Source: an optimization exercise on an open RTL-to-GDS flow (aim: a short achievable clock period and few clock cycles). Production flows keep margins and buffers that such runs may drop. RTL that was checked went through simulation tests only; none was proved equivalent to the original. Power and IR drop assume default switching activity.

## run A
// processor
module processor (
    input  logic              clock,
    input  logic              rst_n,
    output cpu_pkg::word_t    address_imem,
    input  cpu_pkg::insn_t    q_imem,
    output cpu_pkg::word_t    address_dmem,
    output cpu_pkg::word_t    data,
    output logic              wren,
    input  cpu_pkg::word_t    q_dmem,
    output logic              ctrl_writeEnable,
    output cpu_pkg::reg_idx_t ctrl_writeReg,
    output cpu_pkg::reg_idx_t ctrl_readRegA,
    output cpu_pkg::reg_idx_t ctrl_readRegB,
    output cpu_pkg::word_t    data_writeReg,
    input  cpu_pkg::word_t    data_readRegA,
    input  cpu_pkg::word_t    data_readRegB
);
==> flow/config.mk <==
export PLATFORM = sky130hd
export DESIGN_NAME = processor
export DESIGN_NICKNAME = processor
export VERILOG_FILES = /design/flow/design.v
export SDC_FILE = /design/flow/constraint.sdc
export NUM_CORES = 4
export LEC_CHECK = 0
export ABC_CLOCK_PERIOD_IN_PS = 2000
export CAP_MARGIN = 20
export CORE_MARGIN = 2
export CORE_UTILIZATION = 40
export SETUP_SLACK_MARGIN = 4.2
export SLEW_MARGIN = 20
==> flow/constraint.sdc <==
create_clock -name core_clock -period 6.5 [get_ports {clock}]
set_input_delay 1.3000 -clock core_clock [delete_from_list [all_inputs] [get_ports {clock}]]
set_output_delay 1.3000 -clock core_clock [all_outputs]
set_load 0.01 [all_outputs]
run.sh (not shown) runs the stock make flow with config.mk's settings and CLKGATE_MAP_FILE= SYNTH_SCRIPT=/design/flow/synth_recipe.tcl, a recipe that flattens the netlist after the stock synthesis.
Run A finished every step from synthesis to the final layout, and the layout passed the timing, design-rule and antenna checks.
Inputs modified between run A and run B:
Settings: SETUP_SLACK_MARGIN changed from 4.2 to 3.5.
[summary]
Number of buffers created by CTS, run B and run A: lower on run A
Compared to run A, the router laid down less metal wire for run B.
For worst hold slack, run B and run A come out practically identical.
Run B against run A: area growth from synthesis to layout dropped 12 points, global-route usage dropped 2.1 points, final instance area dropped about 8%.
Sort run B and run A by wire length of the first global-routing pass, descending, and run A comes first.
Looking only at post-placement cell area, and setting everything else aside, the lower value of run B and run A goes to run B.
End of the critical path = m_res[31]: run B; end of the critical path = pc[31]: run A
Compared run A against run B; post-route fraction of the period consumed by the critical path within noise.
Against run A, run B reports a number of diodes that is lower.
No run of this note included a check of the RTL's function; only the layout flow was run.

* * *

red:
processor, a different RTL version from the one above (not shown whole).
For scale: roughly 5700 cells after synthesis, ~280 I/O pins.
## processor
module processor (
    input  logic              clock,
    input  logic              rst_n,
    output cpu_pkg::word_t    address_imem,
    input  cpu_pkg::insn_t    q_imem,
    output cpu_pkg::word_t    address_dmem,
    output cpu_pkg::word_t    data,
    output logic              wren,
    input  cpu_pkg::word_t    q_dmem,
    output logic              ctrl_writeEnable,
    output cpu_pkg::reg_idx_t ctrl_writeReg,
    output cpu_pkg::reg_idx_t ctrl_readRegA,
    output cpu_pkg::reg_idx_t ctrl_readRegB,
    output cpu_pkg::word_t    data_writeReg,
    input  cpu_pkg::word_t    data_readRegA,
    input  cpu_pkg::word_t    data_readRegB
);
    logic [31:0] pc;
    logic [31:0] ras [4];
    logic [1:0]  ras_sp;             
    logic [15:0] bht_v;
    logic [1:0]  bht_c [16];
    logic        u_v;                
    logic [9:0]  u_idx;
    logic        u_t;
    logic        u_back;             
    logic [15:0] lp_v;
    logic [3:0]  lp_cnt  [16];
    logic [3:0]  lp_trip [16];
    logic [5:0]  lp_tag  [16];
    logic        d_back, x_back, m_back;
    logic        rec;
    logic [31:0] rec_pc;
    logic        d_valid;
    logic [4:0]  d_shamt;
    logic        d_bne, d_blt, d_jr, d_lw, d_sw;
    logic        d_wr;               
    logic        d_late;             
    logic        d_hz;               
    logic        x_hz;               
    logic [4:0]  d_dest;
    logic        d_useimm;           
    logic [31:0] d_imm;
    logic [31:0] d_pc1;              
    logic [9:0]  d_idx;              
    logic        d_pred;             
    logic [31:0] d_ras;              
    logic        d_and, d_or, d_sll, d_sra, d_jal;
    logic        d_r_sum, d_r_dif, d_r_lg;
    logic [4:0]  d_ra;               
    logic [4:0]  d_rb;               
    logic        d_a2s, d_a2d, d_a2l, d_a3, d_a3q, d_a4, d_arf;
    logic        d_a3h, d_a3qh, d_a4h, d_arfh;
    logic        d_b2s, d_b2d, d_b2l, d_b3, d_b3q, d_b4, d_brf;
  ...
Settings: LEC_CHECK=0, CAP_MARGIN=20, CORE_MARGIN=2, CORE_UTILIZATION=55, SETUP_SLACK_MARGIN=3.6, SLEW_MARGIN=20, TNS_END_PERCENT=10; clock period 6.5 ns.
Testbench counts of red, summed over its fixed seeds: cycles 117,865.
diff inputs: red => blue
# red
export LEC_CHECK = 0
export CAP_MARGIN = 20
export CORE_MARGIN = 2
export CORE_UTILIZATION = 55
export SETUP_SLACK_MARGIN = 3.6
export SLEW_MARGIN = 20
export TNS_END_PERCENT = 10
create_clock -name core_clock -period 6.5 [get_ports {clock}]
# blue
export LEC_CHECK = 0
export CAP_MARGIN = 20
export CORE_MARGIN = 2
export CORE_UTILIZATION = 55
export SETUP_SLACK_MARGIN = 3.6
export SLEW_MARGIN = 20
create_clock -name core_clock -period 6.5 [get_ports {clock}]
The combinational share of power of blue is lower than that of red.
The sequential cell count of red and that of blue are within noise of each other.
Wire length of the first global-routing pass delta (red -> blue): insignificant
Looking at area added between synthesis and finish, blue sits above red.
Compare blue and red | part of the power in registers lower: blue
blue does better than red on post-route minimum period.
blue vs. red: number of buffers inserted by post-CTS setup repair now larger; worst setup slack after layout now larger.

[afterwards: timing with drivers on the ports]
In the flow no input, the clock included, has a driving cell. The finished layouts below were timed again as built, in two steps.
Step 1 assumes that a clkbuf_16 drives the clock port and a buf_2 every other input.
Step 2, shift: input delay + t, output delay - t, t = (earliest + latest rising clock arrival at the registers) / 2. This alone moves slack from input paths to output paths.
a / b / c = no drivers / after step 1 / after step 2; a / b = the first two.
run	t, ns	setup slack, ns	worst hold slack (ns)	latest minus earliest clock arrival (ns)	cell pins on the clock port's net
run A	0.704	2.442 / 2.442 / 1.780	0.326 / 0.326 / 0.326	0.072 / 0.072	1
run B	0.707	2.449 / 2.474 / 1.768	0.328 / 0.328 / 0.328	0.056 / 0.055	1
red	0.826	3.063 / 3.063 / 2.516	0.318 / 0.318 / 0.318	0.023 / 0.024	1
blue	0.827	3.149 / 3.149 / 2.841	0.324 / 0.324 / 0.324	0.023 / 0.023	1
After both steps setup and hold are still met in every run listed. For run B, which loses most, drivers alone change the setup slack by +0.025 ns; drivers and shift together by -0.681 ns.
